From an optimization exercise on the open Yosys and OpenROAD flow, aimed at small area, a short achievable clock period and few clock cycles per item; shortcuts taken in it are not production practice.
The RTL was checked by simulation tests, not by an equivalence proof against the original design.
Power is estimated from default activity; no workload was simulated.

===== constraint.sdc =====
create_clock -name core_clock -period 5.0 [get_ports {ACLK}]
set_input_delay 1.0000 -clock core_clock [delete_from_list [all_inputs] [get_ports {ACLK}]]
set_output_delay 1.0000 -clock core_clock [all_outputs]
set_load 0.01 [all_outputs]

===== run.sh =====
#!/bin/bash
# synth_recipe.tcl (not shown) runs the flow's synth.tcl, then flattens the netlist and writes it again
# the make line also repeats each setting of config.mk as NAME=value (left out here)
make -C /OpenROAD-flow-scripts/flow DESIGN_CONFIG=/design/flow/config.mk WORK_HOME=/design/flow/orfs CLKGATE_MAP_FILE= SYNTH_SCRIPT=/design/flow/synth_recipe.tcl finish

===== config.mk =====
export PLATFORM = sky130hd
export DESIGN_NAME = axi4_lite_regfile
export DESIGN_NICKNAME = axi4_lite_regfile
export VERILOG_FILES = /design/flow/design.v
export SDC_FILE = /design/flow/constraint.sdc
export NUM_CORES = 4
export LEC_CHECK = 0
export ABC_CLOCK_PERIOD_IN_PS = 2500
export CAP_MARGIN = 20
export CORE_MARGIN = 2
export CORE_UTILIZATION = 65
export CTS_CLUSTER_DIAMETER = 100
export CTS_CLUSTER_SIZE = 28
export SETUP_SLACK_MARGIN = 2.9
export SLEW_MARGIN = 20
export SYNTH_HIERARCHICAL = 1

===== design.v =====
package axi4_lite_pkg;
  localparam logic [1:0] RESP_OKAY   = 2'b00;
  localparam logic [1:0] RESP_SLVERR = 2'b10;
endpackage
module axi4_lite_wr_join #(
  parameter int DATA_WIDTH = 32,
  parameter int DEPTH      = 32,
  parameter int IDX_W      = 5
) (
  input  logic                      clk,
  input  logic                      rst,
  input  logic [IDX_W-1:0]          i_awidx,
  input  logic                      i_awok,
  input  logic                      i_awvalid,
  input  logic [DATA_WIDTH-1:0]     i_wdata,
  input  logic [DATA_WIDTH/8-1:0]   i_wstrb,
  input  logic                      i_wvalid,
  input  logic                      i_room,
  output logic                      o_awready,
  output logic                      o_wready,
  output logic                      o_join,
  output logic                      o_join_ok,
  output logic [DEPTH-1:0]          o_sel,
  output logic [DATA_WIDTH-1:0]     o_data,
  output logic [DATA_WIDTH/8-1:0]   o_strb
);
  localparam int LO_W = 2;
  localparam int HI_W = IDX_W - LO_W;
  logic r_aw_full, r_w_full, r_aw_ok;
  logic [(1<<HI_W)-1:0]     r_hi;
  logic [(1<<LO_W)-1:0]     r_lo;
  logic [DATA_WIDTH/8-1:0]  r_strb;
  logic w_aw_hs, w_w_hs, w_commit;
  logic w_aw_full_n, w_w_full_n;
  assign w_aw_hs  = i_awvalid && o_awready;
  assign w_w_hs   = i_wvalid && o_wready;
  assign w_commit = r_aw_full && r_w_full;
  assign w_aw_full_n = w_aw_hs || (r_aw_full && !w_commit);
  assign w_w_full_n  = w_w_hs  || (r_w_full  && !w_commit);
  assign o_join      = w_aw_full_n && w_w_full_n;
  assign o_join_ok   = w_aw_hs ? i_awok : r_aw_ok;
  always_comb begin
    for (int i = 0; i < DEPTH; i++)
      o_sel[i] = r_hi[i >> LO_W] && r_lo[i % (1 << LO_W)];
  end
  always_ff @(posedge clk or posedge rst) begin
    if (rst) begin
      r_aw_full <= 1'b0;
      r_w_full  <= 1'b0;
      r_aw_ok   <= 1'b0;
      r_hi      <= '0;
      r_lo      <= '0;
      o_awready <= 1'b0;
      o_wready  <= 1'b0;
      o_data    <= '0;
      r_strb    <= '0;
      o_strb    <= '0;
    end else begin
      r_aw_full <= w_aw_full_n;
      r_w_full  <= w_w_full_n;
      o_awready <= (!w_aw_full_n || w_w_full_n) && i_room;
      o_wready  <= (!w_w_full_n || w_aw_full_n) && i_room;
      if (w_aw_hs) begin
        r_aw_ok <= i_awok;
        for (int h = 0; h < (1 << HI_W); h++) r_hi[h] <= i_awok && (i_awidx[IDX_W-1:LO_W] == HI_W'(h));
        for (int l = 0; l < (1 << LO_W); l++) r_lo[l] <= (i_awidx[LO_W-1:0] == LO_W'(l));
      end
      if (w_w_hs) begin
        o_data  <= i_wdata;
        r_strb  <= i_wstrb;
      end
      o_strb <= o_join ? (w_w_hs ? i_wstrb : r_strb) : '0;
    end
  end
endmodule
module axi4_lite_lane (
  input  logic       clk,
  input  logic       rst,
  input  logic       i_en,
  input  logic       i_en_n,
  input  logic [7:0] i_d,
  output logic [7:0] o_q
);
  always_ff @(posedge clk or posedge rst) begin
    if (rst) o_q <= '0;
    else     o_q <= ({8{i_en}} & i_d) | ({8{i_en_n}} & o_q);
  end
endmodule
import axi4_lite_pkg::*;
module axi4_lite_regfile #(
  parameter int ADDRESS_WIDTH = 32,
  parameter int DATA_WIDTH    = 32,
  parameter int DATA_DEPTH    = 32,
  parameter logic [ADDRESS_WIDTH-1:0] BASE_ADDR = '0
) (
  input  logic                       ACLK,
  input  logic                       ARESET,
  input  logic [ADDRESS_WIDTH-1:0]   S_AXI_AWADDR,
  input  logic                       S_AXI_AWVALID,
  output logic                       S_AXI_AWREADY,
  input  logic [DATA_WIDTH-1:0]      S_AXI_WDATA,
  input  logic [DATA_WIDTH/8-1:0]    S_AXI_WSTRB,
  input  logic                       S_AXI_WVALID,
  output logic                       S_AXI_WREADY,
  output logic [1:0]                 S_AXI_BRESP,
  output logic                       S_AXI_BVALID,
  input  logic                       S_AXI_BREADY,
  input  logic [ADDRESS_WIDTH-1:0]   S_AXI_ARADDR,
  input  logic                       S_AXI_ARVALID,
  output logic                       S_AXI_ARREADY,
  output logic [DATA_WIDTH-1:0]      S_AXI_RDATA,
  output logic [1:0]                 S_AXI_RRESP,
  output logic                       S_AXI_RVALID,
  input  logic                       S_AXI_RREADY
);
  localparam int STRB_W     = DATA_WIDTH / 8;
  localparam int BYTE_SHIFT = $clog2(STRB_W);
  localparam int IDX_W      = $clog2(DATA_DEPTH);
  localparam logic [ADDRESS_WIDTH-1:0] DEPTH_A = ADDRESS_WIDTH'(DATA_DEPTH);
  function automatic logic addr_in_range(input logic [ADDRESS_WIDTH-1:0] addr);
    logic [ADDRESS_WIDTH:0] off;
    off = {1'b0, addr} - {1'b0, BASE_ADDR};
    addr_in_range = !off[ADDRESS_WIDTH] && ((off[ADDRESS_WIDTH-1:0] >> BYTE_SHIFT) < DEPTH_A);
  endfunction
  function automatic logic [IDX_W-1:0] addr_index(input logic [ADDRESS_WIDTH-1:0] addr);
    logic [ADDRESS_WIDTH-1:0] word;
    word = (addr - BASE_ADDR) >> BYTE_SHIFT;
    addr_index = word[IDX_W-1:0];
  endfunction
  logic [DATA_WIDTH-1:0] r_mem [DATA_DEPTH];
  function automatic logic [DATA_DEPTH-1:0] word_onehot(input logic ok, input logic [IDX_W-1:0] idx);
    for (int i = 0; i < DATA_DEPTH; i++) word_onehot[i] = ok && (idx == IDX_W'(i));
  endfunction
  logic                  w_room;
  logic                  w_join;
  logic                  w_join_ok;
  logic [DATA_DEPTH-1:0] w_wr_sel;
  logic [DATA_WIDTH-1:0] w_wr_data;
  logic [STRB_W-1:0]     w_wr_strb;
  axi4_lite_wr_join #(
    .DATA_WIDTH (DATA_WIDTH),
    .DEPTH      (DATA_DEPTH),
    .IDX_W      (IDX_W)
  ) u_wr_join (
    .clk       (ACLK),
    .rst       (ARESET),
    .i_awidx   (addr_index(S_AXI_AWADDR)),
    .i_awok    (addr_in_range(S_AXI_AWADDR)),
    .i_awvalid (S_AXI_AWVALID),
    .i_wdata   (S_AXI_WDATA),
    .i_wstrb   (S_AXI_WSTRB),
    .i_wvalid  (S_AXI_WVALID),
    .i_room    (w_room),
    .o_awready (S_AXI_AWREADY),
    .o_wready  (S_AXI_WREADY),
    .o_join    (w_join),
    .o_join_ok (w_join_ok),
    .o_sel     (w_wr_sel),
    .o_data    (w_wr_data),
    .o_strb    (w_wr_strb)
  );
  for (genvar gi = 0; gi < DATA_DEPTH; gi++) begin : g_word
    for (genvar gb = 0; gb < STRB_W; gb++) begin : g_byte
      logic w_en;
      assign w_en = w_wr_sel[gi] && w_wr_strb[gb];
      axi4_lite_lane u_lane (
        .clk    (ACLK),
        .rst    (ARESET),
        .i_en   (w_en),
        .i_en_n (!w_en),
        .i_d    (w_wr_data[8*gb +: 8]),
        .o_q    (r_mem[gi][8*gb +: 8])
      );
    end
  end
  logic r_bvalid, r_bok;
  logic r_b1_valid, r_b1_ok;
  logic w_bh_v, w_bh_ok, w_b1_v, w_b1_ok;
  always_comb begin
    w_bh_v  = r_bvalid;
    w_bh_ok = r_bok;
    w_b1_v  = r_b1_valid;
    w_b1_ok = r_b1_ok;
    if (r_bvalid && S_AXI_BREADY) begin
      w_bh_v  = r_b1_valid;
      w_bh_ok = r_b1_ok;
      w_b1_v  = 1'b0;
    end
    if (w_join) begin
      if (!w_bh_v) begin
        w_bh_v  = 1'b1;
        w_bh_ok = w_join_ok;
      end else begin
        w_b1_v  = 1'b1;
        w_b1_ok = w_join_ok;
      end
    end
  end
  assign w_room = !w_b1_v;
  always_ff @(posedge ACLK or posedge ARESET) begin
    if (ARESET) begin
      r_bvalid   <= 1'b0;
      r_bok      <= 1'b0;
      r_b1_valid <= 1'b0;
      r_b1_ok    <= 1'b0;
    end else begin
      r_bvalid   <= w_bh_v;
      r_bok      <= w_bh_ok;
      r_b1_valid <= w_b1_v;
      r_b1_ok    <= w_b1_ok;
    end
  end
  assign S_AXI_BVALID = r_bvalid;
  assign S_AXI_BRESP  = r_bok ? RESP_OKAY : RESP_SLVERR;
  logic              r_arready;
  logic              r_q0_v, r_q0_ok, r_q1_v, r_q1_ok;
  logic [IDX_W-1:0]  r_q1_idx;
  logic [DATA_DEPTH-1:0] r_q0_sel;    
  logic              r_rvalid;
  logic [DATA_WIDTH-1:0] r_rdata;
  logic              r_rok;
  logic              w_ar_hs, w_out_free, w_load;
  logic              w_ar_ok;
  logic [IDX_W-1:0]  w_ar_idx;
  logic              w_q0_v, w_q1_v;
  assign w_ar_hs    = S_AXI_ARVALID && r_arready;
  assign w_ar_ok    = addr_in_range(S_AXI_ARADDR);
  assign w_ar_idx   = addr_index(S_AXI_ARADDR);
  assign w_out_free = !r_rvalid || S_AXI_RREADY;
  assign w_load     = w_out_free && r_q0_v;
  logic [DATA_WIDTH-1:0] w_rd_word;
  always_comb begin
    w_rd_word = '0;
    for (int i = 0; i < DATA_DEPTH; i++)
      w_rd_word = w_rd_word | ({DATA_WIDTH{r_q0_sel[i]}} & r_mem[i]);
  end
  always_comb begin
    w_q0_v = r_q0_v;
    w_q1_v = r_q1_v;
    if (w_load) begin
      w_q0_v = r_q1_v;
      w_q1_v = 1'b0;
    end
    if (w_ar_hs) begin
      if (!w_q0_v) w_q0_v = 1'b1;
      else         w_q1_v = 1'b1;
    end
  end
  always_ff @(posedge ACLK or posedge ARESET) begin
    if (ARESET) begin
      r_arready <= 1'b0;
      r_q0_v    <= 1'b0;
      r_q0_ok   <= 1'b0;
      r_q0_sel  <= '0;
      r_q1_v    <= 1'b0;
      r_q1_ok   <= 1'b0;
      r_q1_idx  <= '0;
    end else begin
      r_arready <= !w_q1_v;
      r_q0_v    <= w_q0_v;
      r_q1_v    <= w_q1_v;
      if (w_load) begin
        if (r_q1_v) begin
          r_q0_ok  <= r_q1_ok;
          r_q0_sel <= word_onehot(r_q1_ok, r_q1_idx);
        end else begin
          r_q0_ok  <= w_ar_ok;
          r_q0_sel <= word_onehot(w_ar_ok, w_ar_idx);
        end
      end else if (!r_q0_v) begin
        r_q0_ok  <= w_ar_ok;
        r_q0_sel <= word_onehot(w_ar_ok, w_ar_idx);
      end
      if (w_ar_hs && (r_q1_v || (r_q0_v && !w_load))) begin
        r_q1_ok  <= w_ar_ok;
        r_q1_idx <= w_ar_idx;
      end
    end
  end
  always_ff @(posedge ACLK or posedge ARESET) begin
    if (ARESET) begin
      r_rvalid <= 1'b0;
      r_rdata  <= '0;
      r_rok    <= 1'b0;
    end else if (w_out_free) begin
      r_rvalid <= r_q0_v;
      r_rdata  <= w_rd_word;
      r_rok    <= r_q0_ok;
    end
  end
  assign S_AXI_ARREADY = r_arready;
  assign S_AXI_RVALID  = r_rvalid;
  assign S_AXI_RDATA   = r_rdata;
  assign S_AXI_RRESP   = r_rok ? RESP_OKAY : RESP_SLVERR;
endmodule

==> impl_metrics.py, run 1 <==
metrics = {
    "run_status": {
        "outcome": "no timing/DRC/antenna violations",
    },
    "global_routing": {
        "grt_util_all_layers_pct": 46.47,
        "antenna_found_initial": 9,
        "grt_max_degree": 73,
        "grt_pass1_vias": 37300,
        "overflow": 0,
        "grt_first_pass_wirelength_um": 263000,
    },
    "finish": {
        "final_layout_size_suffix_gt1_share_pct": 10.98,
        "area_growth_pct": 5.806,
        "mostFrequentLayoutCells": "1114 x dfrtp_1, 1034 x a22o_1, 403 x a22oi_1",
        "final_common_cell": "dfrtp_1",
        "num-nets-final": 4021,
    },
    "routing": {
        "via_count": 38777,
        "viasPerCell": 7.886,
        "drtIter0Drc": 6704,
        "firstDrtPassIters": 7,
        "totalWireLength_um": 183100,
        "final_antenna_net_count": 0,
        "wl_per_cell_um": 37.24,
        "drc": 0,
    },
    "timing": {
        "maxSlewViolCount": 0,
        "finalSetupViolCount": 0,
        "max_slew_margin_pct": 25.47,
        "worst_slew_pin_slew_ns": 1.118,
        "hold_viol": 0,
        "rsz0062_at_grt": "yes",
        "fin_skew_ns": 0.03286,
        "min_period_over_period_pct": 45.21,
        "fmax_ghz": 0.4424,
        "layout_min_cycle_time_ns": 2.260,
        "finalWorstSetupSlack_ns": 2.740,
        "finalSetupTns_ns": 0,
    },
    "clock_tree": {
        "clockBufferDepth": 3,
        "h-tree-depth": 2,
        "cts_hold_buf": 0,
        "cts-root-buf": "clkbuf_16",
        "clkSinkCount": 1161,
        "cts-buffers-inserted": 47,
        "cts_tree": "done",
        "clk_latency_ns": 0.66,
        "clkTransAtPathRegs_ns": 0.12,
    },
    "worst_setup_path": {
        "cp_max_fo": 2,
        "start_kind": "flop",
        "worstPathArrival_ns": 1.26,
        "worstPathRequired_ns": 4.00,
        "worst_path_max_delay_cell": "dfrtp_2",
        "critical_path_class": "flop to output pin",
        "slowest_delay_ns": 0.47,
        "cpLargestDelayFamily": "flip-flops",
        "timing.critical_path.buf_inv": 1,
        "crit_path_end_kind": "output pin",
        "cp_cell_sequence": "buf_6",
    },
    "floorplan": {
        "die_x_um": 280.0,
        "die_h_um": 280.0,
        "die-area_um2": 78380,
        "io-pin-count": 148,
        "core_um2": 75700,
        "start_util_pct": 65.40,
        "rows": 101,
    },
    "synthesis": {
        "synth_area_leaders": "dfrtp_1 59%, a22o_1 18%, a22oi_1 6.5%",
        "yosysWarningCount": 10,
        "synth-main-ff-cell": "dfrtp_1",
        "ys_seq_area_share_pct": 58.69,
        "syn_area_per_cell_um2": 12.31,
        "yosys.area.top_type": "dfrtp_1",
        "async_flop_share_pct": 100.0,
        "ys_ff_latch": 1161,
        "synth_enable_flop_cells": 0,
        "syn_area_um2": 49500,
        "synth_top_area_share_pct": 58.69,
        "synth_cell_types": 55,
        "synthCells": 4020,
    },
    "placement": {
        "portBuffers": 141,
        "dp_hpwl_um": 119800,
        "pre_cts_slack_ns": 1.747,
        "gp_congestion": 1.038,
    },
    "pwr": {
        "leakagePower_nw": 25.64,
        "power_density_nw_per_um2": 361.5,
        "ir_drop_uv": 1014,
    },
    "worst_hold_path": {
        "min_path_type": "input port to async pin",
    },
    "job": {
        "cap_violations": 0,
    },
}
[Yosys stat by module, one instance, submodules excluded, a selection]
| module | copies in the design | flops+latches |
|---|---|---|
| axi4_lite_lane | 128 | 8 |
| axi4_lite_regfile | 1 | 80 |
[cell usage after synthesis (34+ instances only)]
master    number
inv_1        266
dfrtp_1     1161
nor4_1        41
a22oi_1      430
mux2_4        34
a21oi_1       67
nor2_1        60
buf_6        128
clkbuf_1     145
nand2_1      169
a22o_1      1034
buf_2        132
nand4_1       91
nand3_1       46
[final timing paths]
| path | end | start | slack [ns] | cells past startpoint |
|---|---|---|---|---|
| worst max-delay path | S_AXI_RDATA[0] | r_rdata[0] | 2.74 | 1 |
| worst min-delay path | g_word[23].g_byte[1].u_lane.o_q[7] | ARESET | 0.49 | 2 |
| worst max register to register | r_rdata[2] | r_q0_sel[22] | 2.76 | 5 |
| worst min register to register | u_wr_join.r_strb[3] | u_wr_join.r_strb[3] | 0.51 | 1 |
| max in group asynchronous | g_word[30].g_byte[0].u_lane.o_q[6] | ARESET | 3.16 | 4 |
| min in group core_clock | u_wr_join.r_strb[3] | u_wr_join.r_strb[3] | 0.51 | 1 |
[per-layer routing]
metal,vias to the layer above,global-route usage [%],routed length (um)
met1,19432,63.81,66350
met4,18,25.92,11730
met2,3624,63.31,75510
li1,14983,-,-
met3,720,18.17,29390
met5,-,0,151
[cell families after synthesis]
group	count (synthesis)	synth area share [%]
compound gates	1646	27.43
fa+ha+maj	2	0.04549
buf+inv	681	7.552
flops	1161	58.69
mux	44	1.256
other cells	1	0.007575
simple gates	485	5.015
[state kept, by name, indices dropped and copies added, names as in the netlist, 4 cells and up]
name                      cells
g_word.g_byte.u_lane.o_q   1024
r_q0_sel                     32
r_q1_idx                      5
r_rdata                      32
u_wr_join.o_data             32
u_wr_join.o_strb              4
u_wr_join.r_hi                8
u_wr_join.r_lo                4
u_wr_join.r_strb              4
[report_power, final]
group / total (W) / leakage [nW] / switching (W) / internal (W)
Sequential: 0.0114 / 16.0 / 0.00168 / 0.00969
Combinational: 0.00286 / 9.02 / 0.00196 / 0.000895
Clock: 0.00471 / 0.622 / 0.00291 / 0.00180
[through the flow]
stage,util (%),cells,total power [W],hold slack (ns),area (um^2)
3_3_place_gp,65.93,4780,0.01395,0.4780,49910
2_1_floorplan,-,4021,0.01196,0.4505,49550
6_report,69.19,4917,0.01894,0.4950,52380
5_1_grt,69.15,4904,0.01927,0.5183,52340
3_5_place_dp,65.95,4781,0.01400,0.4788,49930
4_1_cts,68.41,4870,0.01857,0.5053,51790
[repair_timing]
| action | in CTS | in global routing |
|---|---|---|
| gates cloned | 2 | 1 |
| pin swaps | 19 | 25 |
| buffers inserted | 28 | 31 |
| gates resized for setup | 289 | 85 |
| setup endpoints to repair | 442 | 295 |
[cell type report]
cell class | instances | area [um^2]
Sequential cell | 1161 | 29150
Fill cell | 5352 | 23320
Multi-Input combinational cell | 2182 | 17390
Timing Repair Buffer | 256 | 2290
Clock buffer | 58 | 1260
Tap cell | 978 | 1224
Inverter | 266 | 1006
Antenna cell | 15 | 37.54
Clock inverter | 1 | 16.27
Testbench counts, summed over its fixed seeds: cycles 4,345, items 8,000.
==> inputs of run 2 (changes only) <==
--- a/design.v
+++ b/design.v
@@ -75,13 +75,27 @@
 endmodule
-module axi4_lite_lane (
-  input  logic       clk,
-  input  logic       rst,
-  input  logic       i_en,
-  input  logic       i_en_n,
-  input  logic [7:0] i_d,
-  output logic [7:0] o_q
+module axi4_lite_mem #(
+  parameter int DATA_WIDTH = 32,
+  parameter int DEPTH      = 32
+) (
+  input  logic                          clk,
+  input  logic                          rst,
+  input  logic [DEPTH*DATA_WIDTH/8-1:0] i_en,
+  input  logic [DEPTH*DATA_WIDTH/8-1:0] i_en_n,
+  input  logic [DATA_WIDTH-1:0]         i_d,
+  output logic [DEPTH*DATA_WIDTH-1:0]   o_mem
 );
+  localparam int STRB_W = DATA_WIDTH / 8;
+  logic [DATA_WIDTH-1:0] r_q [DEPTH];
   always_ff @(posedge clk or posedge rst) begin
-    if (rst) o_q <= '0;
-    else     o_q <= ({8{i_en}} & i_d) | ({8{i_en_n}} & o_q);
+    if (rst) begin
+      for (int w = 0; w < DEPTH; w++) r_q[w] <= '0;
+    end else begin
+      for (int w = 0; w < DEPTH; w++)
+        for (int b = 0; b < STRB_W; b++)
+          r_q[w][8*b +: 8] <= ({8{i_en[w*STRB_W+b]}} & i_d[8*b +: 8])
+                            | ({8{i_en_n[w*STRB_W+b]}} & r_q[w][8*b +: 8]);
+    end
+  end
+  always_comb begin
+    for (int w = 0; w < DEPTH; w++) o_mem[w*DATA_WIDTH +: DATA_WIDTH] = r_q[w];
   end
@@ -161,16 +175,21 @@
   );
-  for (genvar gi = 0; gi < DATA_DEPTH; gi++) begin : g_word
-    for (genvar gb = 0; gb < STRB_W; gb++) begin : g_byte
-      logic w_en;
-      assign w_en = w_wr_sel[gi] && w_wr_strb[gb];
-      axi4_lite_lane u_lane (
-        .clk    (ACLK),
-        .rst    (ARESET),
-        .i_en   (w_en),
-        .i_en_n (!w_en),
-        .i_d    (w_wr_data[8*gb +: 8]),
-        .o_q    (r_mem[gi][8*gb +: 8])
-      );
+  logic [DATA_DEPTH*STRB_W-1:0]     w_mem_en;
+  logic [DATA_DEPTH*DATA_WIDTH-1:0] w_mem_q;
+  always_comb begin
+    for (int i = 0; i < DATA_DEPTH; i++) begin
+      for (int b = 0; b < STRB_W; b++) w_mem_en[i*STRB_W+b] = w_wr_sel[i] && w_wr_strb[b];
+      r_mem[i] = w_mem_q[i*DATA_WIDTH +: DATA_WIDTH];
     end
   end
+  axi4_lite_mem #(
+    .DATA_WIDTH (DATA_WIDTH),
+    .DEPTH      (DATA_DEPTH)
+  ) u_mem (
+    .clk    (ACLK),
+    .rst    (ARESET),
+    .i_en   (w_mem_en),
+    .i_en_n (~w_mem_en),
+    .i_d    (w_wr_data),
+    .o_mem  (w_mem_q)
+  );
   logic r_bvalid, r_bok;
--- a/config.mk
+++ b/config.mk
@@ -12,4 +12,4 @@
 export CTS_CLUSTER_DIAMETER = 100
-export CTS_CLUSTER_SIZE = 28
-export SETUP_SLACK_MARGIN = 2.9
+export CTS_CLUSTER_SIZE = 25
+export SETUP_SLACK_MARGIN = 2.7
 export SLEW_MARGIN = 20
==> impl_metrics.py, run 2 <==
metrics = {
    "run_status": {
        "outcome": "no timing/DRC/antenna violations",
    },
    "worst_setup_path": {
        "worstPathRequired_ns": 5.60,
        "cp_max_fo": 9,
        "worstPathArrival_ns": 2.99,
        "worst_path_max_delay_cell": "and2_1",
        "timing.critical_path.buf_inv": 1,
        "cpLargestDelayFamily": "simple AND/OR/NAND/NOR gates",
        "critical_path_class": "flop to flop",
        "cp_cell_sequence": "and2_1 > nand2_1 > inv_1 > a22o_1",
        "crit_path_end_kind": "flop",
        "start_kind": "flop",
        "slowest_delay_ns": 0.57,
    },
    "global_routing": {
        "grt_util_all_layers_pct": 46.11,
        "grt_first_pass_wirelength_um": 261500,
        "overflow": 0,
        "antenna_found_initial": 8,
        "grt_pass1_vias": 38021,
        "grt_max_degree": 97,
    },
    "timing": {
        "finalSetupTns_ns": 0,
        "rsz0062_at_grt": "yes",
        "fmax_ghz": 0.4185,
        "maxSlewViolCount": 0,
        "finalSetupViolCount": 0,
        "hold_viol": 0,
        "fin_skew_ns": 0.03003,
        "whs_ns": 0.5063,
        "layout_min_cycle_time_ns": 2.389,
        "max_slew_margin_pct": 32.41,
        "min_period_over_period_pct": 47.79,
        "worst_slew_pin_slew_ns": 1.008,
    },
    "pwr": {
        "power_density_nw_per_um2": 360.6,
        "p_clk_share_pct": 26.2,
        "p_int_w": 0.01255,
        "ir_drop_uv": 667.9,
        "power_frac_comb_pct": 17.3,
        "p_sw_w": 0.006117,
        "leakagePower_nw": 25.11,
        "p_sw_share_pct": 32.76,
        "sequentialPowerShare_pct": 56.5,
    },
    "floorplan": {
        "rows": 100,
        "core_um2": 74570,
        "io-pin-count": 148,
        "start_util_pct": 65.85,
        "die_x_um": 278.9,
        "die-area_um2": 77770,
        "die_h_um": 278.9,
    },
    "clock_tree": {
        "clk_latency_ns": 0.67,
        "cts_tree": "done",
        "clkSinkCount": 1161,
        "clkTransAtPathRegs_ns": 0.10,
        "cts-root-buf": "clkbuf_16",
        "clockBufferDepth": 3,
        "cts-buffers-inserted": 52,
        "h-tree-depth": 2,
    },
    "routing": {
        "via_count": 38671,
        "firstDrtPassIters": 6,
        "drtIter0Drc": 6864,
        "final_antenna_net_count": 0,
        "totalWireLength_um": 180400,
        "drc": 0,
        "viasPerCell": 8.058,
        "wl_per_cell_um": 37.59,
    },
    "synthesis": {
        "synth_top_area_share_pct": 59.16,
        "yosys.cell_count.top_type": "dfrtp_1",
        "syn_area_per_cell_um2": 12.40,
        "ys_seq_area_share_pct": 59.16,
        "synth_area_leaders": "dfrtp_1 59%, a22o_1 19%, a22oi_1 5.9%",
        "async_flop_share_pct": 100.0,
        "synth-main-ff-cell": "dfrtp_1",
        "synth_cell_types": 54,
        "syn_area_um2": 49110,
        "yosysWarningCount": 11,
        "yosys.area.top_type": "dfrtp_1",
        "ys_ff_latch": 1161,
        "synth_enable_flop_cells": 0,
        "synth_common_cells": "1161 x dfrtp_1, 1041 x a22o_1, 389 x a22oi_1, 265 x nand2_1, 240 x buf_1",
        "synthCells": 3959,
    },
    "placement": {
        "gp_congestion": 1.002,
        "portBuffers": 141,
        "dp.cells": 4686,
        "dp_hpwl_um": 114200,
    },
    "finish": {
        "n_fill_cell": 5233,
        "final_layout_size_suffix_gt1_share_pct": 10.09,
        "final_common_cell": "dfrtp_1",
        "largest_register": "u_mem.r_q",
        "layout.cells.non_filler": 4799,
        "num-nets-final": 3923,
        "largest_reg_flops": 1024,
        "area_growth_pct": 5.445,
        "mostFrequentLayoutCells": "1124 x dfrtp_1, 1041 x a22o_1, 376 x a22oi_1",
    },
    "worst_hold_path": {
        "min_path_type": "flop to flop",
    },
    "job": {
        "cap_violations": 0,
    },
}
run 2: logic make-up (layout without fill, tap and decap cells):
logic type	after synthesis	in the layout	synth area share, %
fa+ha+maj	2	2	0.04586
other cells	1	6	0.007636
simple gates	524	527	5.205
mux	44	44	1.266
compound gates	1603	1603	27.65
buf+inv	624	487	6.660
flops	1161	1161	59.16
run 2: power groups by stage:
stage	Clock, W	Combinational [W]	Sequential [W]
2_1_floorplan	0	0.00253	0.0103
3_3_place_gp	0	0.00301	0.0107
3_5_place_dp	0	0.00307	0.0107
4_1_cts	0.00488	0.00313	0.0105
5_1_grt	0.00522	0.00333	0.0105
6_report	0.00490	0.00323	0.0105
run 2: cell type report:
cell class	count	area [um^2]	area share, %
clock inverters	1	16.27	0.03141
clock buffers	63	1364	2.634
flip-flops and latches	1161	29140	56.28
repair inverters	2	10.01	0.01933
repair buffers	282	2521	4.869
multi-input cells	2178	16950	32.74
inverters	139	555.5	1.073
diodes	4	10.01	0.01933
well taps	969	1212	2.341
run 2: repair_timing:
item                       4_1_cts  5_1_grt
setup endpoints to repair      298      274
pin swaps                        2        3
gates resized for setup        206       41
setup buffers                   27       13
hold buffers                     0        0
cloned                           3        2
run 2: final timing paths:
kind | start | end | slack, ns | cells after the start
hold reg to reg | u_mem.r_q[27][14] | u_mem.r_q[27][14] | 0.51 | 1
setup reg to reg | u_wr_join.r_hi[3] | u_mem.r_q[14][7] | 2.61 | 4
hold / removal | u_mem.r_q[27][14] | u_mem.r_q[27][14] | 0.51 | 1
min in group asynchronous | ARESET | u_mem.r_q[4][16] | 1.23 | 2
max in group asynchronous | ARESET | u_wr_join.o_data[3] | 2.70 | 3
setup / recovery | u_wr_join.r_hi[3] | u_mem.r_q[14][7] | 2.61 | 4
run 2: stage by stage:
step	area [um^2]	total power, W	utilization, %	setup slack, ns
final	51780	0.01867	69.44	2.611
after global routing	51770	0.01910	69.43	2.565
after CTS	51560	0.01850	69.14	2.697
after detailed placement	49950	0.01375	66.98	1.526
after global placement	49950	0.01367	66.98	1.570
after floorplan	49120	0.01282	-	-10.11
run 2: routing by layer:
metal	global-route usage [%]	share of wire (%)	routed length, um	up-vias
li1	-	-	-	14766
met1	63.00	36	65170	19656
met2	65.31	42	76600	3565
met4	27.02	7.0	12590	8
met5	0	0.031	56	-
met3	14.66	14	26000	676
Testbench counts of run 2, summed over its fixed seeds: cycles 4,345, items 8,000.
==> inputs of run 3 (changes only) <==
--- a/design.v
+++ b/design.v
@@ -144,5 +144,2 @@
   logic [DATA_WIDTH-1:0] r_mem [DATA_DEPTH];
-  function automatic logic [DATA_DEPTH-1:0] word_onehot(input logic ok, input logic [IDX_W-1:0] idx);
-    for (int i = 0; i < DATA_DEPTH; i++) word_onehot[i] = ok && (idx == IDX_W'(i));
-  endfunction
   logic                  w_room;
@@ -233,2 +230,4 @@
   assign S_AXI_BRESP  = r_bok ? RESP_OKAY : RESP_SLVERR;
+  localparam int RD_SLICES = 2;
+  localparam int SLICE_W   = DATA_WIDTH / RD_SLICES;
   logic              r_arready;
@@ -236,5 +235,3 @@
   logic [IDX_W-1:0]  r_q1_idx;
-  logic [DATA_DEPTH-1:0] r_q0_sel;    
   logic              r_rvalid;
-  logic [DATA_WIDTH-1:0] r_rdata;
   logic              r_rok;
@@ -244,2 +241,5 @@
   logic              w_q0_v, w_q1_v;
+  logic              w_sel_load, w_sel_ok;
+  logic [IDX_W-1:0]  w_sel_idx;
+  logic [DATA_WIDTH-1:0] w_rdata;
   assign w_ar_hs    = S_AXI_ARVALID && r_arready;
@@ -249,8 +249,5 @@
   assign w_load     = w_out_free && r_q0_v;
-  logic [DATA_WIDTH-1:0] w_rd_word;
-  always_comb begin
-    w_rd_word = '0;
-    for (int i = 0; i < DATA_DEPTH; i++)
-      w_rd_word = w_rd_word | ({DATA_WIDTH{r_q0_sel[i]}} & r_mem[i]);
-  end
+  assign w_sel_load = w_load || !r_q0_v;
+  assign w_sel_ok   = (w_load && r_q1_v) ? r_q1_ok  : w_ar_ok;
+  assign w_sel_idx  = (w_load && r_q1_v) ? r_q1_idx : w_ar_idx;
   always_comb begin
@@ -272,3 +269,2 @@
       r_q0_ok   <= 1'b0;
-      r_q0_sel  <= '0;
       r_q1_v    <= 1'b0;
@@ -280,14 +276,3 @@
       r_q1_v    <= w_q1_v;
-      if (w_load) begin
-        if (r_q1_v) begin
-          r_q0_ok  <= r_q1_ok;
-          r_q0_sel <= word_onehot(r_q1_ok, r_q1_idx);
-        end else begin
-          r_q0_ok  <= w_ar_ok;
-          r_q0_sel <= word_onehot(w_ar_ok, w_ar_idx);
-        end
-      end else if (!r_q0_v) begin
-        r_q0_ok  <= w_ar_ok;
-        r_q0_sel <= word_onehot(w_ar_ok, w_ar_idx);
-      end
+      if (w_sel_load) r_q0_ok <= w_sel_ok;
       if (w_ar_hs && (r_q1_v || (r_q0_v && !w_load))) begin
@@ -298,2 +283,22 @@
   end
+  for (genvar gs = 0; gs < RD_SLICES; gs++) begin : g_rd
+    logic [DATA_DEPTH*SLICE_W-1:0] w_words;
+    always_comb begin
+      for (int i = 0; i < DATA_DEPTH; i++) w_words[i*SLICE_W +: SLICE_W] = r_mem[i][gs*SLICE_W +: SLICE_W];
+    end
+    axi4_lite_rd_slice #(
+      .W     (SLICE_W),
+      .DEPTH (DATA_DEPTH),
+      .IDX_W (IDX_W)
+    ) u_slice (
+      .clk        (ACLK),
+      .rst        (ARESET),
+      .i_sel_load (w_sel_load),
+      .i_sel_ok   (w_sel_ok),
+      .i_sel_idx  (w_sel_idx),
+      .i_out_free (w_out_free),
+      .i_words    (w_words),
+      .o_rdata    (w_rdata[gs*SLICE_W +: SLICE_W])
+    );
+  end
   always_ff @(posedge ACLK or posedge ARESET) begin
@@ -301,3 +306,2 @@
       r_rvalid <= 1'b0;
-      r_rdata  <= '0;
       r_rok    <= 1'b0;
@@ -305,3 +309,2 @@
       r_rvalid <= r_q0_v;
-      r_rdata  <= w_rd_word;
       r_rok    <= r_q0_ok;
@@ -311,4 +314,62 @@
   assign S_AXI_RVALID  = r_rvalid;
-  assign S_AXI_RDATA   = r_rdata;
+  assign S_AXI_RDATA   = w_rdata;
   assign S_AXI_RRESP   = r_rok ? RESP_OKAY : RESP_SLVERR;
 endmodule
+module axi4_lite_rd_slice #(
+  parameter int W     = 16,
+  parameter int DEPTH = 32,
+  parameter int IDX_W = 5
+) (
+  input  logic               clk,
+  input  logic               rst,
+  input  logic               i_sel_load,
+  input  logic               i_sel_ok,
+  input  logic [IDX_W-1:0]   i_sel_idx,
+  input  logic               i_out_free,
+  input  logic [DEPTH*W-1:0] i_words,
+  output logic [W-1:0]       o_rdata
+);
+  localparam int LO_W = 2;
+  localparam int HI_W = IDX_W - LO_W;
+  logic [(1<<HI_W)-1:0] r_hi;
+  logic [(1<<LO_W)-1:0] r_lo;
+  logic [DEPTH-1:0]     w_sel;
+  logic [W-1:0]         w_word;
+  always_comb begin
+    for (int i = 0; i < DEPTH; i++) w_sel[i] = r_hi[i >> LO_W] && r_lo[i % (1 << LO_W)];
+  end
+  axi4_lite_rd_or #(
+    .W     (W),
+    .DEPTH (DEPTH)
+  ) u_or (
+    .i_sel   (w_sel),
+    .i_words (i_words),
+    .o_word  (w_word)
+  );
+  always_ff @(posedge clk or posedge rst) begin
+    if (rst) begin
+      r_hi    <= '0;
+      r_lo    <= '0;
+      o_rdata <= '0;
+    end else begin
+      if (i_sel_load) begin
+        for (int h = 0; h < (1 << HI_W); h++) r_hi[h] <= i_sel_ok && (i_sel_idx[IDX_W-1:LO_W] == HI_W'(h));
+        for (int l = 0; l < (1 << LO_W); l++) r_lo[l] <= (i_sel_idx[LO_W-1:0] == LO_W'(l));
+      end
+      if (i_out_free) o_rdata <= w_word;
+    end
+  end
+endmodule
+module axi4_lite_rd_or #(
+  parameter int W     = 16,
+  parameter int DEPTH = 32
+) (
+  input  logic [DEPTH-1:0]   i_sel,
+  input  logic [DEPTH*W-1:0] i_words,
+  output logic [W-1:0]       o_word
+);
+  always_comb begin
+    o_word = '0;
+    for (int i = 0; i < DEPTH; i++) o_word = o_word | ({W{i_sel[i]}} & i_words[i*W +: W]);
+  end
+endmodule
--- a/config.mk
+++ b/config.mk
@@ -13,3 +13,3 @@
 export CTS_CLUSTER_SIZE = 25
-export SETUP_SLACK_MARGIN = 2.7
+export SETUP_SLACK_MARGIN = 2.9
 export SLEW_MARGIN = 20
==> impl_metrics.py, run 3 <==
metrics = {
    "routing": {
        "wl_per_cell_um": 33.57,
        "drtIter0Drc": 4970,
        "totalWireLength_um": 165200,
        "final_antenna_net_count": 0,
        "firstDrtPassIters": 6,
        "drc": 0,
        "viasPerCell": 7.498,
        "via_count": 36906,
    },
    "pwr": {
        "p_sw_share_pct": 33.12,
        "p_int_w": 0.01250,
        "p_sw_w": 0.006189,
        "ir_drop_uv": 375.2,
        "leakagePower_nw": 26.01,
        "power_frac_comb_pct": 12.4,
        "sequentialPowerShare_pct": 61.5,
        "power_density_nw_per_um2": 341.2,
        "power_w": 0.01869,
        "p_clk_share_pct": 26.1,
    },
    "worst_setup_path": {
        "cp_max_fo": 7,
        "critical_path_class": "flop to flop",
        "crit_path_end_kind": "flop",
        "worstPathRequired_ns": 5.55,
        "start_kind": "flop",
        "worstPathArrival_ns": 2.90,
    },
    "synthesis": {
        "synth_common_cells": "1153 x dfrtp_1, 1011 x a22o_1, 512 x a22oi_1, 224 x buf_1, 154 x buf_6",
        "ys_ff_latch": 1153,
        "ys_seq_area_share_pct": 57.91,
        "yosysWarningCount": 13,
        "synthCells": 3961,
        "synth_top_area_share_pct": 57.91,
        "syn_area_per_cell_um2": 12.58,
        "synth_area_leaders": "dfrtp_1 58%, a22o_1 18%, a22oi_1 7.7%",
        "yosys.area.top_type": "dfrtp_1",
        "yosys.cell_count.top_type": "dfrtp_1",
        "synth-main-ff-cell": "dfrtp_1",
        "async_flop_share_pct": 100.0,
        "synth_cell_types": 55,
        "syn_area_um2": 49830,
        "synth_enable_flop_cells": 0,
    },
    "timing": {
        "whs_ns": 0.5087,
        "finalSetupViolCount": 0,
        "hold_viol": 0,
        "rsz0062_at_grt": "yes",
        "layout_min_cycle_time_ns": 2.344,
        "maxSlewViolCount": 0,
        "fmax_ghz": 0.4267,
        "max_slew_margin_pct": 32.19,
        "fin_skew_ns": 0.02223,
        "min_period_over_period_pct": 46.87,
        "finalSetupTns_ns": 0,
        "worst_slew_pin_slew_ns": 1.017,
    },
    "placement": {
        "placed_cell_area_um2": 49760,
        "dp_hpwl_um": 99580,
        "portBuffers": 141,
        "gp_congestion": 0.9160,
    },
    "finish": {
        "num-nets-final": 3978,
        "largest_reg_flops": 1024,
        "final_common_cell": "dfrtp_1",
        "top_regs": "u_mem.r_q (1024), g_rd.u_slice.o_rdata (32), u_wr_join.o_data (32)",
        "area_growth_pct": 9.932,
        "final_layout_size_suffix_gt1_share_pct": 22.78,
        "largest_register": "u_mem.r_q",
        "mostFrequentLayoutCells": "1104 x dfrtp_1, 1011 x a22o_1, 266 x a22oi_2",
        "fin_area_um2": 54770,
    },
    "clock_tree": {
        "cts-root-buf": "clkbuf_16",
        "cts_tree": "done",
        "clockBufferDepth": 3,
        "clkSinkCount": 1153,
        "cts-buffers-inserted": 52,
        "clkTransAtPathRegs_ns": 0.10,
        "clk_latency_ns": 0.66,
        "cts_hold_buf": 0,
        "h-tree-depth": 2,
    },
    "global_routing": {
        "grt_pass1_vias": 36353,
        "grt_util_all_layers_pct": 41.23,
        "antenna_found_initial": 8,
        "grt_max_degree": 136,
        "grt_first_pass_wirelength_um": 240400,
        "overflow": 0,
    },
    "floorplan": {
        "start_util_pct": 65.60,
        "core_um2": 75950,
        "rows": 101,
        "die-area_um2": 78890,
        "io-pin-count": 148,
        "die_h_um": 280.9,
        "die_x_um": 280.9,
    },
    "job": {
        "cap_violations": 0,
    },
    "worst_hold_path": {
        "min_path_type": "flop to flop",
    },
    "run_status": {
        "outcome": "no timing/DRC/antenna violations",
    },
}
[run 3: repair_timing]
action | CTS | global route
pin swaps | 137 | 93
resized for setup | 661 | 108
endpoints found under the hold margin | 0 | 0
setup endpoints to repair | 556 | 522
setup buffers | 112 | 36
gates cloned | 32 | 7
[run 3: layout make-up]
type,instances,area [um^2]
Timing Repair inverter,3,17.52
Timing Repair Buffer,329,3362
Clock buffer,65,1381
Antenna cell,7,17.52
Inverter,148,573.1
Clock inverter,3,37.54
Multi-Input combinational cell,2184,19180
Fill cell,5130,21180
Sequential cell,1153,28910
Tap cell,1030,1289
[run 3: routing by layer]
| layer | wire, um | global-route usage [%] | up-vias |
|---|---|---|---|
| met5 | 132 | 0 | - |
| met4 | 14790 | 28.38 | 6 |
| met3 | 16780 | 9.436 | 650 |
| met2 | 73840 | 62.19 | 2490 |
| met1 | 59670 | 53.46 | 18914 |
| li1 | - | - | 14846 |
[run 3: logic make-up after synthesis]
group | after synthesis | synth area share, %
DFF | 1153 | 57.91
buffers and inverters | 656 | 7.760
adders and majority gates | 2 | 0.04520
muxes | 86 | 2.343
other | 1 | 0.007526
AOI/OAI and AO/OA | 1586 | 26.65
and+or+nand+nor | 477 | 5.289
[run 3: critical path, stage by stage (launching register included)]
cell and delay, ns:
dfrtp_2 0.51, buf_6 0.15, and2_4 0.19, a22oi_2 0.27
nand4_1 0.24, or4_4 0.59, mux2_4 0.27
[run 3: path summary, 6_finish.rpt]
check	startpoint	end	slack, ns	cells after the start
min	u_mem.r_q[29][14]	u_mem.r_q[29][14]	0.51	1
max reg2reg	g_rd[1].u_slice.r_hi[3]	g_rd[1].u_slice.o_rdata[14]	2.66	6
max in group asynchronous	ARESET	u_mem.r_q[19][29]	3.05	5
max	g_rd[1].u_slice.r_hi[3]	g_rd[1].u_slice.o_rdata[14]	2.66	6
min reg2reg	u_mem.r_q[29][14]	u_mem.r_q[29][14]	0.51	1
min in group asynchronous	ARESET	u_mem.r_q[20][17]	1.07	2
[run 3: stage by stage]
stage / std cells / utilization, % / setup slack, ns
6_report: 4922 / 72.12 / 2.656
5_1_grt: 4915 / 72.10 / 2.632
4_1_cts: 4872 / 70.99 / 2.647
3_5_place_dp: 4660 / 65.52 / 1.620
3_3_place_gp: 4660 / 65.52 / 1.668
2_1_floorplan: 3962 / - / -10.11
[run 3: power by group through the flow]
stage          Combinational (W)  Sequential, W  Clock [W]
6_report                 0.00231         0.0115    0.00488
5_1_grt                  0.00239         0.0115    0.00527
4_1_cts                  0.00214         0.0114    0.00490
3_5_place_dp             0.00169         0.0116          0
3_3_place_gp             0.00164         0.0115          0
2_1_floorplan            0.00249         0.0101          0
Testbench counts of run 3, summed over its fixed seeds: cycles 4,345, items 8,000.

re-timing with driven ports:
The flow's constraints put no driver on any port. The routed layouts listed below were extracted and timed again, unchanged, in two steps. Step 1 (the two cells are an assumption about what drives the block):
set clk [get_ports {ACLK}]
set_driving_cell -lib_cell sky130_fd_sc_hd__clkbuf_16 $clk
set_driving_cell -lib_cell sky130_fd_sc_hd__buf_2 [delete_from_list [all_inputs] $clk]
Step 2, shift: input delay + t, output delay - t, t = (earliest + latest rising clock arrival at the registers) / 2. This alone moves slack from input paths to output paths. Slacks: no drivers / after step 1 / after step 2; pairs: no drivers / after step 1.
| run | t, ns | setup slack, ns | latest minus earliest clock arrival (ns) | worst slew at a driven data input, ns |
|---|---|---|---|---|
| run 1 | 0.714 | 2.740 / 2.668 / 2.263 | 0.038 / 0.038 | 0.05 |
| run 2 | 0.726 | 2.611 / 2.611 / 2.006 | 0.031 / 0.031 | 0.08 |
| run 3 | 0.728 | 2.656 / 2.641 / 2.256 | 0.027 / 0.027 | 0.18 |
After both steps every run listed still meets setup and hold. The setup slack of run 2, which loses most, moves by 0.000 ns with the drivers and by -0.605 ns with both steps. Setup slack includes reset recovery checks.
